Context: an optimization exercise on an open-source flow, tuned for small area. The choices shown serve that exercise and are no tape-out recipe.
Function was checked by simulation only, so behaviour that the tests miss may differ from the original.
No driver is modelled on the clock port, so clocking that relies on it looks cheaper here than on a real chip.
No activity file was given, so power comes from the tool's default toggle rates.

[flow/design.v]
`default_nettype none
package battle_pkg;
	typedef logic [7:0] coord_t;  
	typedef logic [2:0] colour_t;  
	typedef logic [4:0] fuel_t;
	typedef logic [3:0] jump_t;
	typedef enum logic [2:0] {
		CLEAR,
		PAINT_MAP,
		DRAW_TANKS,
		WAIT_FRAME,
		ERASE,
		STEP,
		DRAW
	} painter_state_t;
endpackage
`default_nettype wire
`timescale 1ns/10ps
`default_nettype none
module battle_top
#(
	parameter int FRAME_PERIOD = 1000
) (
	input logic clock,
	input logic rst,
	input logic [3:0] key,
	output battle_pkg::coord_t pix_x,
	output battle_pkg::coord_t pix_y,
	output battle_pkg::colour_t pix_colour,
	output logic plot,
	output battle_pkg::fuel_t fuel,
	output logic turn
);
	logic [1:0] mode;
	logic first_frame;  
	logic [14:0] q;
	logic [7:0] px;
	logic [6:0] py;
	logic [10:0] c;
	logic [3:0] jump_st;
	assign px = q[7:0];
	assign py = q[14:8];
	assign c = q[10:0];
	assign jump_st = q[14:11];
	logic fire_key, right_key, left_key, jump_key;
	logic upd;  
	assign fire_key = ~key[0];
	assign right_key = ~key[1];
	assign left_key = ~key[2];
	assign jump_key = ~key[3];
	assign upd = mode[1] && (c == 11'd1150);
	localparam logic [3:0] JUMP_TEN = 4'b0001;
	localparam logic [3:0] JUMP_ZERO = 4'b0111;  
	logic [15:0] q_inc;
	logic [14:0] q_nxt;
	logic [3:0] njump;
	logic screen_mode, row_wrap, screen_wrap, map_end, frame_wrap, first_jump;
	logic walk, erase_end;
	assign screen_mode = ~mode[1];
	assign q_inc = {1'b0, q} + 16'd1;
	assign row_wrap = (px == 8'd255);
	assign screen_wrap = q_inc[15];
	assign map_end = screen_wrap && (mode == 2'd1);
	assign frame_wrap = mode[1] && (c == 11'd2047);
	assign first_frame = mode[1] && (jump_st == 4'b0000);
	assign first_jump = first_frame && row_wrap && q[8];
	assign walk = mode[1] && c[10] && (c[9:8] == 2'd0) && !c[6];
	assign erase_end = walk && !c[7] && (c[5:0] == 6'd63);
	assign q_nxt = q_inc[14:0] |
		((screen_wrap && !map_end) ? 15'd8 << 8 : 15'd0) |  
		((screen_mode && row_wrap && !map_end) ? 15'd96 : 15'd0) |  
		(map_end ? 15'd1152 : 15'd0) |
		(erase_end ? 15'd59 : 15'd0) |
		(frame_wrap ? 15'd989 : 15'd0) |
		(first_jump ? 15'd330 : 15'd0);
	always_ff @(posedge clock) begin
		if (rst) begin
			mode <= 2'd0;
			q <= {7'd7, 8'd255};  
		end else begin
			q[14:11] <= screen_mode ? q_nxt[14:11] : njump;
			q[10:0] <= q_nxt[10:0];
			if (screen_mode) mode <= mode + {1'b0, screen_wrap};
			else if (upd && fire_key) mode[0] <= ~mode[0];  
		end
	end
	battle_pkg::coord_t a_x, a_y, b_x, b_y;
	logic rot, hill_px, ground;
	logic [4:0] sk;  
	logic [2:0] sx_hi;  
	logic [3:0] sy_hi;  
	assign sx_hi = {px[7] && px[6] && px[5], px[6] ^ px[5], !px[5]};
	assign sy_hi = py[6:3] - 4'd1;
	assign sk = {sx_hi[1:0], px[4:2]};
	assign hill_px = !sx_hi[2] && (
		sk == 5'd5 || sk == 5'd6 || sk == 5'd7 || sk == 5'd8 || sk == 5'd9 ||
		sk == 5'd15 || sk == 5'd16 || sk == 5'd17 || sk == 5'd18 || sk == 5'd19 ||
		sk == 5'd25 || sk == 5'd26 || sk == 5'd27 || sk == 5'd28 || sk == 5'd29);
	logic sy_gt_hill, sy_gt_flat;
	assign sy_gt_hill = (sy_hi > 4'd12) || (sy_hi == 4'd12 && py[2:0] > 3'd6);
	assign sy_gt_flat = (sy_hi == 4'd14) && py[2:1] == 2'b11;
	assign ground = hill_px ? sy_gt_hill : sy_gt_flat;
	battle_pkg::coord_t sum_x;
	logic [7:0] op_x;
	logic cin_x;
	battle_pkg::coord_t sum_y;
	logic [7:0] dy;
	always_comb begin
		if (screen_mode) begin
			pix_x = {sx_hi, px[4:0]};
			pix_y = {1'b0, sy_hi, py[2:0]};
			plot = mode[0] || (py[6:3] != 4'd0);
			pix_colour = (mode[0] && ground) ? 3'b111 : 3'b000;
		end else begin
			pix_x = sum_x;
			pix_y = sum_y;
			plot = walk;
			pix_colour = !c[7] ? 3'b000 : (c[5] ? 3'b001 : 3'b010);
		end
	end
	battle_pkg::coord_t nx;
	logic jump_step_ok, stand, fall, rise, go_right, go_left, move_ok;
	logic hill_here, hill_right, hill_left;
	assign move_ok = upd && !fire_key && (fuel != 5'd0);
	logic [5:0] ak;
	logic hk_this, hk_next;
	assign ak = a_x[7:2];
	assign hk_this =
		ak == 6'd9 || ak == 6'd10 || ak == 6'd11 || ak == 6'd12 || ak == 6'd13 ||
		ak == 6'd19 || ak == 6'd20 || ak == 6'd21 || ak == 6'd22 || ak == 6'd23 ||
		ak == 6'd29 || ak == 6'd30 || ak == 6'd31 || ak == 6'd32 || ak == 6'd33;
	assign hk_next =
		ak == 6'd8 || ak == 6'd9 || ak == 6'd10 || ak == 6'd11 || ak == 6'd12 ||
		ak == 6'd18 || ak == 6'd19 || ak == 6'd20 || ak == 6'd21 || ak == 6'd22 ||
		ak == 6'd28 || ak == 6'd29 || ak == 6'd30 || ak == 6'd31 || ak == 6'd32;
	assign hill_left = hk_this;
	assign hill_here = (a_x[1:0] == 2'd3) ? hk_next : hk_this;
	assign hill_right = a_x[1] ? hk_next : hk_this;
	function automatic logic le_const(input logic [7:0] v, input logic [7:0] k);
		le_const = 1'b1;
		for (int i = 0; i < 8; i++)
			le_const = k[i] ? (!v[i] || le_const) : (!v[i] && le_const);
	endfunction
	logic y_le_hill, y_le_flat, y_eq_hill, y_eq_flat, on_ground, above_ground;
	assign y_le_hill = le_const(a_y, 8'd102);
	assign y_le_flat = le_const(a_y, 8'd117);
	assign y_eq_hill = (a_y == 8'd102);
	assign y_eq_flat = (a_y == 8'd117);
	assign on_ground = hill_here ? y_eq_hill : y_eq_flat;
	assign above_ground = (hill_here ? y_le_hill : y_le_flat) && !on_ground;
	always_comb begin
		stand = !jump_key && on_ground;
		fall = (!jump_key || jump_st == JUMP_ZERO) && above_ground;
		rise = jump_key && (jump_st != JUMP_ZERO);
		njump = jump_st;
		if (first_jump) njump = JUMP_TEN;
		if (upd) begin
			if (fire_key) njump = JUMP_TEN;
			else if (fuel != 5'd0) begin
				if (stand) njump = JUMP_TEN;
				else if (fall) njump = JUMP_ZERO;
				else if (rise) njump = {jump_st[2:0], jump_st[3] ^ jump_st[2]};
			end
		end
		go_right = right_key && (a_x != 8'd159) && (hill_right ? y_le_hill : y_le_flat);
		go_left = !go_right && left_key && (a_x != 8'd15) && (hill_left ? y_le_hill : y_le_flat);
	end
	logic dx_on, dx_neg;
	assign dx_on = move_ok && (go_right || go_left);
	assign dx_neg = move_ok && go_left;
	always_comb begin
		if (walk) begin
			op_x = {4'hf, c[3:0]};
			cin_x = 1'b1;
		end else begin
			op_x = {8{dx_neg}};
			cin_x = dx_on && !dx_neg;
		end
	end
	assign sum_x = a_x + op_x + {7'd0, cin_x};
	assign nx = sum_x;
	always_comb begin
		if (walk) dy = c[4] ? 8'd0 : 8'hff;
		else if (move_ok && rise) dy = 8'hff;
		else if (move_ok && fall) dy = 8'd1;
		else dy = 8'd0;
	end
	assign sum_y = a_y + dy;
	assign rot = screen_mode ||
		(walk && c[4:0] == 5'd31) ||
		(mode[1] && c == 11'd1149 && turn) ||
		(upd && !fire_key) ||
		(mode[1] && c == 11'd1151 && !turn);
	always_ff @(posedge clock) begin
		if (rot) begin
			a_x <= b_x;
			a_y <= b_y;
			if (screen_mode) begin
				b_x <= px[0] ? 8'd76 + 8'd15 : 8'd5 + 8'd15;
				b_y <= 8'd110;
			end else begin
				b_x <= nx;
				b_y <= sum_y;
			end
		end
	end
	assign turn = mode[1] && mode[0];
	always_ff @(posedge clock) begin
		if (rst) begin
			fuel <= 5'd30;
		end else if (upd) begin
			if (fire_key) begin
				fuel <= 5'd30;
			end else if (fuel != 5'd0) begin
				if (go_right || go_left || rise) fuel <= fuel - 5'd1;
			end
		end
	end
endmodule
`default_nettype wire
[flow/flow/run.sh]
#!/bin/bash
# Own layout flow:
#  1. the standard synthesis (standard.sh synth), unchanged;
#  2. the logic between its registers remapped by Yosys/ABC for area
#     (remap.ys with each of remap_*.abc; the smallest result is kept);
#     every register keeps its cell and its name;
#  3. the standard layout (standard.sh) of that netlist, given to ORFS
#     as SYNTH_NETLIST_FILES, with two changes:
#     - the port buffers are sky130_fd_sc_hd__buf_1: each port drives or is
#       driven by one cell, so a larger buffer is not needed;
#     - clock tree synthesis inserts no dummy loads, and a clock buffer
#       whose flip-flop clock pins see a slew over 100 ps is upsized
#       (post_cts.tcl, run as ORFS's POST_CTS_TCL hook).
# Logs: make_synth.log and synth_orfs/ (step 1), yosys_remap_*.log (step 2),
# make.log and orfs/logs (step 3), all in this folder.
set -euo pipefail
work=$(pwd)
plat=$FLOW_PLATFORM
lib=$FLOW_HOME/platforms/$plat/lib/sky130_fd_sc_hd__tt_025C_1v80.lib
dontuse=""
for c in probe_p_8 probec_p_8 lpflow_bleeder_1 lpflow_clkbufkapwr_1 lpflow_clkbufkapwr_16 \
	lpflow_clkbufkapwr_2 lpflow_clkbufkapwr_4 lpflow_clkbufkapwr_8 lpflow_clkinvkapwr_1 \
	lpflow_clkinvkapwr_16 lpflow_clkinvkapwr_2 lpflow_clkinvkapwr_4 lpflow_clkinvkapwr_8 \
	lpflow_decapkapwr_12 lpflow_decapkapwr_3 lpflow_decapkapwr_4 lpflow_decapkapwr_6 \
	lpflow_decapkapwr_8 lpflow_inputiso0n_1 lpflow_inputiso0p_1 lpflow_inputiso1n_1 \
	lpflow_inputiso1p_1 lpflow_inputisolatch_1 lpflow_isobufsrc_1 lpflow_isobufsrc_16 \
	lpflow_isobufsrc_2 lpflow_isobufsrc_4 lpflow_isobufsrc_8 lpflow_isobufsrckapwr_16 \
	lpflow_lsbuf_lh_hl_isowell_tap_1 lpflow_lsbuf_lh_hl_isowell_tap_2 \
	lpflow_lsbuf_lh_hl_isowell_tap_4 lpflow_lsbuf_lh_isowell_4 lpflow_lsbuf_lh_isowell_tap_1 \
	lpflow_lsbuf_lh_isowell_tap_2 lpflow_lsbuf_lh_isowell_tap_4; do
	dontuse="$dontuse -dont_use sky130_fd_sc_hd__$c"
done

# 1. standard synthesis
bash standard.sh synth > make_synth.log 2>&1
cp orfs/results/$plat/battle_top/base/1_2_yosys.v std_synth.v
mv orfs synth_orfs

# 2. remap the logic
# each script in its own Yosys run, four at a time; &deepsyn runs stop
# after a set time
for script in flow/remap_*.abc; do
	name=$(basename $script .abc)
	sed -e "s|@LIB@|$lib|g" -e "s|@TOP@|$FLOW_TOP|g" -e "s|@WORK@|$work|g" \
		-e "s|@DONTUSE@|$dontuse|g" -e "s|@ABC@|$work/$script|g" \
		-e "s|@OUT@|$work/$name.v|g" flow/remap.ys > ${name}_run.ys
	( yosys -l yosys_$name.log ${name}_run.ys > /dev/null 2>&1 && touch $name.ok ) &
	while (( $(jobs -rp | wc -l) >= 4 )); do sleep 1; done
done
wait
best=""
best_area=""
for script in flow/remap_*.abc; do
	name=$(basename $script .abc)
	if [[ -f $name.ok ]]; then
		area=$(grep 'Chip area' yosys_$name.log | tail -1 | awk '{print $NF}')
		echo "$name: $area" >> remap_areas.txt
		if [[ -z "$best" ]] || awk "BEGIN { exit !($area < $best_area) }"; then
			best=$name
			best_area=$area
		fi
	fi
done
[[ -n "$best" ]]
echo "kept: $best" >> remap_areas.txt
cp $best.v remap.v

# 3. layout
export SYNTH_NETLIST_FILES=$work/remap.v
export BUFFER_PORTS_ARGS="-buffer_cell sky130_fd_sc_hd__buf_1"
export CTS_ARGS="-sink_clustering_enable -repair_clock_nets -buf_list sky130_fd_sc_hd__clkbuf_8 -sink_clustering_size 60 -sink_clustering_max_diameter 300 -dont_use_dummy_load"
export POST_CTS_TCL=$work/flow/post_cts.tcl
bash standard.sh > make.log 2>&1
[flow/flow/post_cts.tcl]
# Upsizes each clock tree buffer whose flip-flop clock pins see a slew over
# 100 ps (placement estimate) to sky130_fd_sc_hd__clkbuf_16, then legalizes.
estimate_parasitics -placement
set changed 0
foreach inst [get_cells *] {
  set m [get_property $inst ref_name]
  if {![string match "sky130_fd_sc_hd__clkbuf_*" $m] || $m eq "sky130_fd_sc_hd__clkbuf_16"} { continue }
  set out [get_pins -of_objects $inst -filter "direction == output"]
  set net [get_nets -of_objects $out]
  set worst 0
  foreach p [get_pins -of_objects $net -filter "direction == input"] {
    if {[string match "*/CLK" [get_full_name $p]]} {
      set s [get_property $p slew_max]
      if {$s > $worst} { set worst $s }
    }
  }
  if {$worst > 0.100} {
    puts "post_cts: [get_full_name $inst] $m clock pin slew $worst ns, now sky130_fd_sc_hd__clkbuf_16"
    replace_cell $inst sky130_fd_sc_hd__clkbuf_16
    incr changed
  }
}
if {$changed > 0} {
  detailed_placement
  estimate_parasitics -placement
}
[flow/flow/remap.ys]
# Remaps the logic between the registers of the standard synthesis for
# area. The registers stay as they are: same cells, same instance names.
read_liberty -ignore_miss_func @LIB@
read_verilog @WORK@/std_synth.v
hierarchy -top @TOP@
setattr -mod -set keep_hierarchy 1 sky130_fd_sc_hd__df* sky130_fd_sc_hd__edf* sky130_fd_sc_hd__sdf* sky130_fd_sc_hd__sedf* sky130_fd_sc_hd__dl*
flatten
opt_clean -purge
blackbox sky130_fd_sc_hd__*
read_liberty -lib -nooverwrite -ignore_miss_func @LIB@
abc -script @ABC@ -liberty @LIB@ @DONTUSE@ @TOP@
opt_clean -purge
splitnets
setundef -zero
hilomap -singleton -hicell sky130_fd_sc_hd__conb_1 HI -locell sky130_fd_sc_hd__conb_1 LO
insbuf -buf sky130_fd_sc_hd__buf_4 A X
opt_clean -purge
hierarchy -top @TOP@
check -assert -mapped
stat -liberty @LIB@
write_verilog -noattr -nohex -nodec @OUT@
[flow/flow/remap_ds0.abc]
strash
ifraig
&get -n
&deepsyn -T 40 -S 0
&put
dch -f
amap -F 3
strash
dch -f
amap -F 3
topo
stime -c
[flow/flow/remap_ds1.abc]
strash
ifraig
&get -n
&deepsyn -T 40 -S 1
&put
dch -f
amap -F 3
strash
dch -f
amap -F 3
topo
stime -c
[flow/flow/remap_ds11.abc]
strash
ifraig
&get -n
&deepsyn -T 40 -S 11
&put
dch -f
amap -F 3
strash
dch -f
amap -F 3
topo
stime -c
[flow/flow/remap_ds17.abc]
strash
ifraig
&get -n
&deepsyn -T 40 -S 17
&put
dch -f
amap -F 3
strash
dch -f
amap -F 3
topo
stime -c
[flow/flow/remap_ds23.abc]
strash
ifraig
&get -n
&deepsyn -T 40 -S 23
&put
dch -f
amap -F 3
strash
dch -f
amap -F 3
topo
stime -c
[flow/flow/remap_ds3.abc]
strash
ifraig
&get -n
&deepsyn -T 40 -S 3
&put
dch -f
amap -F 3
strash
dch -f
amap -F 3
topo
stime -c
[flow/flow/remap_ds42.abc]
strash
ifraig
&get -n
&deepsyn -T 40 -S 42
&put
dch -f
amap -F 3
strash
dch -f
amap -F 3
topo
stime -c
[flow/flow/remap_ds5.abc]
strash
ifraig
&get -n
&deepsyn -T 40 -S 5
&put
dch -f
amap -F 3
strash
dch -f
amap -F 3
topo
stime -c
[flow/flow/remap_dso0.abc]
strash
ifraig
&get -n
&deepsyn -T 40 -S 0 -o
&put
dch -f
amap -F 3
strash
dch -f
amap -F 3
topo
stime -c
[flow/flow/remap_dso42.abc]
strash
ifraig
&get -n
&deepsyn -T 40 -S 42 -o
&put
dch -f
amap -F 3
strash
dch -f
amap -F 3
topo
stime -c
[flow/flow/remap_g5.abc]
strash
ifraig
balance -l
resub -K 6 -l
rewrite -l
resub -K 6 -N 2 -l
refactor -l
resub -K 8 -l
balance -l
resub -K 8 -N 2 -l
rewrite -l
resub -K 10 -l
rewrite -z -l
resub -K 10 -N 2 -l
balance -l
resub -K 12 -l
refactor -z -l
resub -K 12 -N 2 -l
rewrite -z -l
balance -l
dch -f
amap -F 3
strash
dch -f
amap -F 3
topo
stime -c
[flow/flow/remap_h3.abc]
strash
ifraig
balance -l
resub -K 6 -l
rewrite -l
resub -K 6 -N 2 -l
refactor -l
resub -K 8 -l
balance -l
resub -K 8 -N 2 -l
rewrite -l
resub -K 10 -l
rewrite -z -l
resub -K 10 -N 2 -l
balance -l
resub -K 12 -l
refactor -z -l
resub -K 12 -N 2 -l
rewrite -z -l
balance -l
dch -f
amap -F 3 -m
strash
dch -f
amap -F 3 -m
topo
stime -c
[flow/standard.sh]
#!/bin/bash
# synth_recipe.tcl (not shown) runs the flow's synth.tcl, then flattens the netlist and writes it again
# the make line also repeats each setting of config.mk as NAME=value (left out here)
make -C /OpenROAD-flow-scripts/flow DESIGN_CONFIG=/design/flow/config.mk WORK_HOME=/design/flow/orfs CLKGATE_MAP_FILE= SYNTH_SCRIPT=/design/flow/synth_recipe.tcl "${@:-finish}"
[flow/config.mk]
export PLATFORM = sky130hd
export DESIGN_NAME = battle_top
export DESIGN_NICKNAME = battle_top
export VERILOG_FILES = /design/flow/design.v
export SDC_FILE = /design/flow/constraint.sdc
export NUM_CORES = 4
export LEC_CHECK = 0
export CAP_MARGIN = 20
export CORE_MARGIN = 2
export CORE_UTILIZATION = 40
export SLEW_MARGIN = 20
[flow/constraint.sdc]
create_clock -name core_clock -period 10.0 [get_ports {clock}]
set_input_delay 2.0000 -clock core_clock [delete_from_list [all_inputs] [get_ports {clock}]]
set_output_delay 2.0000 -clock core_clock [all_outputs]
set_load 0.01 [all_outputs]
==> results by group <==
Timing
  – RSZ-0062 raised after global routing: false
  – Slew margin rel.: 37.2%
  – Part of the cycle the worst path needs: 85.5%
  – Fmax: 117 MHz
  – Worst-margin pin slew: 0.934 ns
  – PnR worst setup slack: 1.45 ns
  – Final Setup Violations: 0
  – Slew Viols, Final: 0
  – Skew final: 0.0171 ns
  – Final hold vios: 0
  – Setup TNS: 0 ns
  – Minimum clock period after layout: 8.55 ns

Die
  – Die Ht: 92.4 um
  – I/O pin cnt: 32
  – Core Region: 7650 um^2
  – Starting Density: 40.8%
  – Num rows: 32
  – Die area: 8530 um^2
  – Die width: 92.4 um

Clocking
  – Worst-Skew Late Latency: 0.32 ns
  – CTS clk-pin slew, worst paths: 0.09 ns
  – Clock Sinks: 54
  – CTS tree: yes

Drt
  – Via density: 5.40
  – Metal2 WL: 3.34 mm
  – DR vias: 2737
  – Met3 WL post-DR: 429 um
  – Post-Route WL: 7.62 mm
  – Post-DRT Antenna Nets: 0
  – DRC errors left: 0
  – DR top layer: met4
  – WL per Instance: 15.0 um
  – First-pass DRT Iterations: 5
  – WL met1: 3.68 mm
  – Iteration-0 DRC Markers: 121

Yosys
  – Mapped Cells: 391
  – Yosys warnings: 0
  – Syn Std Cell Area: 3120 um^2
  – Syn avg cell area: 7.99 um^2
  – Syn nets: 397

Power and ir drop
  – Comb power frac: 18.5%
  – Worst VDD drop: 0.0000630 V
  – Sw frac: 29.7%
  – Reg power frac: 55.0%
  – Switching power: 139 uW
  – P_int: 329 uW
  – P_leak: 0.00110 uW
  – Pwr dens: 142 nW/um^2
  – Clk pwr share: 26.5%

Global route
  – Grt total ovfl: 0
  – Total GRT Usage: 18.7%
  – Largest net degree at the start of global routing: 33
  – First-pass GRT wire length: 12.6 mm
  – Initial antenna violation count: 0
  – Vias in the first global route: 2503

Hold path
  – Hold WC Path Type: flip-flop to flip-flop

Critical path
  – Slowest stage delay, CP: 0.57 ns
  – CP endpoint kind: output port
  – WS Path Type: primary input to output port
  – Worst EP arrival: 6.55 ns
  – Critical path launch point type: primary input
  – Worst Path Max Fanout: 4
  – Crit-path slowest cell: a2111oi_0
  – CP dominant cell by count: o21ai_0
  – CP required: 8.00 ns
  – Worst Path Buf+Inv: 4
  – Top delay family on crit path: compound AO/OA/AOI/OAI gates
  – Worst reg-to-reg setup slack: 4.14 ns

Status
  – Status: no timing/DRC/antenna violations

Cells and area
  – Diodes inserted: 0
  – Nets: 413
  – Area grow syn2layout: 5.21%
  – Layout cells sized above 1: 1.98%

Placement
  – Pre-CTS WS: 1.59 ns
  – GPL Wtd Cong: 0.927
  – Port-buffer cells: 31
  – Hpwl dp: 5.67 mm

Job
  – Max-cap viol count: 0
-- state kept, by name, indices dropped and copies added (netlist names) --
name  count
a_y       8
fuel      5
b_y       8
mode      2
q        15
b_x       8
a_x       8
-- power by group through the flow --
stage | clock network, uW | registers, uW | logic (uW)
after floorplan | 0 | 258 | 76.6
after global routing | 134 | 259 | 98.4
after detailed placement | 0 | 262 | 86.2
final | 124 | 257 | 86.7
after global placement | 0 | 262 | 86.1
-- worst register-to-register path: cells and delay by family (launching register included) --
family,cells,cell delay (ns)
AOI/OAI and AO/OA,13,2.52
and+or+nand+nor,13,2.24
buffers and inverters,3,0.36
DFF,1,0.51
-- area by class of cell --
type / instances / area [um^2]
Timing Repair Buffer: 34 / 139
Tap cell: 102 / 128
Fill cell: 762 / 4360
Inverter: 47 / 176
Sequential cell: 54 / 1400
Multi-Input combinational cell: 265 / 1360
Clock buffer: 5 / 80.1
-- stage by stage --
stage                     total power, uW  instance area [um^2]  utilization [%]  hold slack (ns)  std cells
after global routing                  492                  3290             43.0            0.430        507
after global placement                348                  3210             41.9            0.401        502
after floorplan                       334                  3120                -            0.400        391
final                                 468                  3290             43.0            0.416        507
after detailed placement              348                  3210             41.9            0.405        502
-- worst paths after layout --
check	to	startpoint	cells past startpoint
max	pix_x[7]	key[2]	25
max reg2reg	b_x[6]	q[4]	29
min	a_x[3]	b_x[3]	0
min reg2reg	a_x[3]	b_x[3]	0
-- routing by layer --
metal / vias to the layer above / track usage (%)
met4: 0 / 6.72
met1: 1237 / 26.0
met3: 16 / 4.15
met5: - / 0
li1: 1398 / -
met2: 86 / 28.6
-- cells in the final DEF (no fill, tap or decap), types with 5 or more instances in the layout --
cell,n
nor2_1,75
clkinv_1,47
o21ai_0,35
edfxtp_1,32
buf_1,31
nand2_1,29
a21oi_1,25
nor3_1,22
dfxtp_1,22
o21a_1,12
a211oi_1,8
a31oi_1,7
or3_1,5
nand3_1,5
o22ai_1,5

-- port drivers added, routing unchanged --
The flow's constraints put no driver on any port. The routed layout listed below was extracted and timed again, unchanged, in two steps. Step 1 (the two cells are an assumption about what drives the block):
set clk [get_ports {clock}]
set_driving_cell -lib_cell sky130_fd_sc_hd__clkbuf_16 $clk
set_driving_cell -lib_cell sky130_fd_sc_hd__buf_2 [delete_from_list [all_inputs] $clk]
Step 2, shift: input delay + t, output delay - t, t = (earliest + latest rising clock arrival at the registers) / 2. This alone moves slack from input paths to output paths. Three values: ideal ports, drivers, drivers and shift; two values: the first two.
t, ns: 0.343
setup WS [ns]: 1.449 / 1.429 / 1.429
worst slew at a driven data input, ns: 0.03
cell pins on the clock port's net: 1
After both steps setup and hold are still met in this run. The setup slack of this run moves by -0.020 ns with the drivers and by -0.020 ns with both steps.
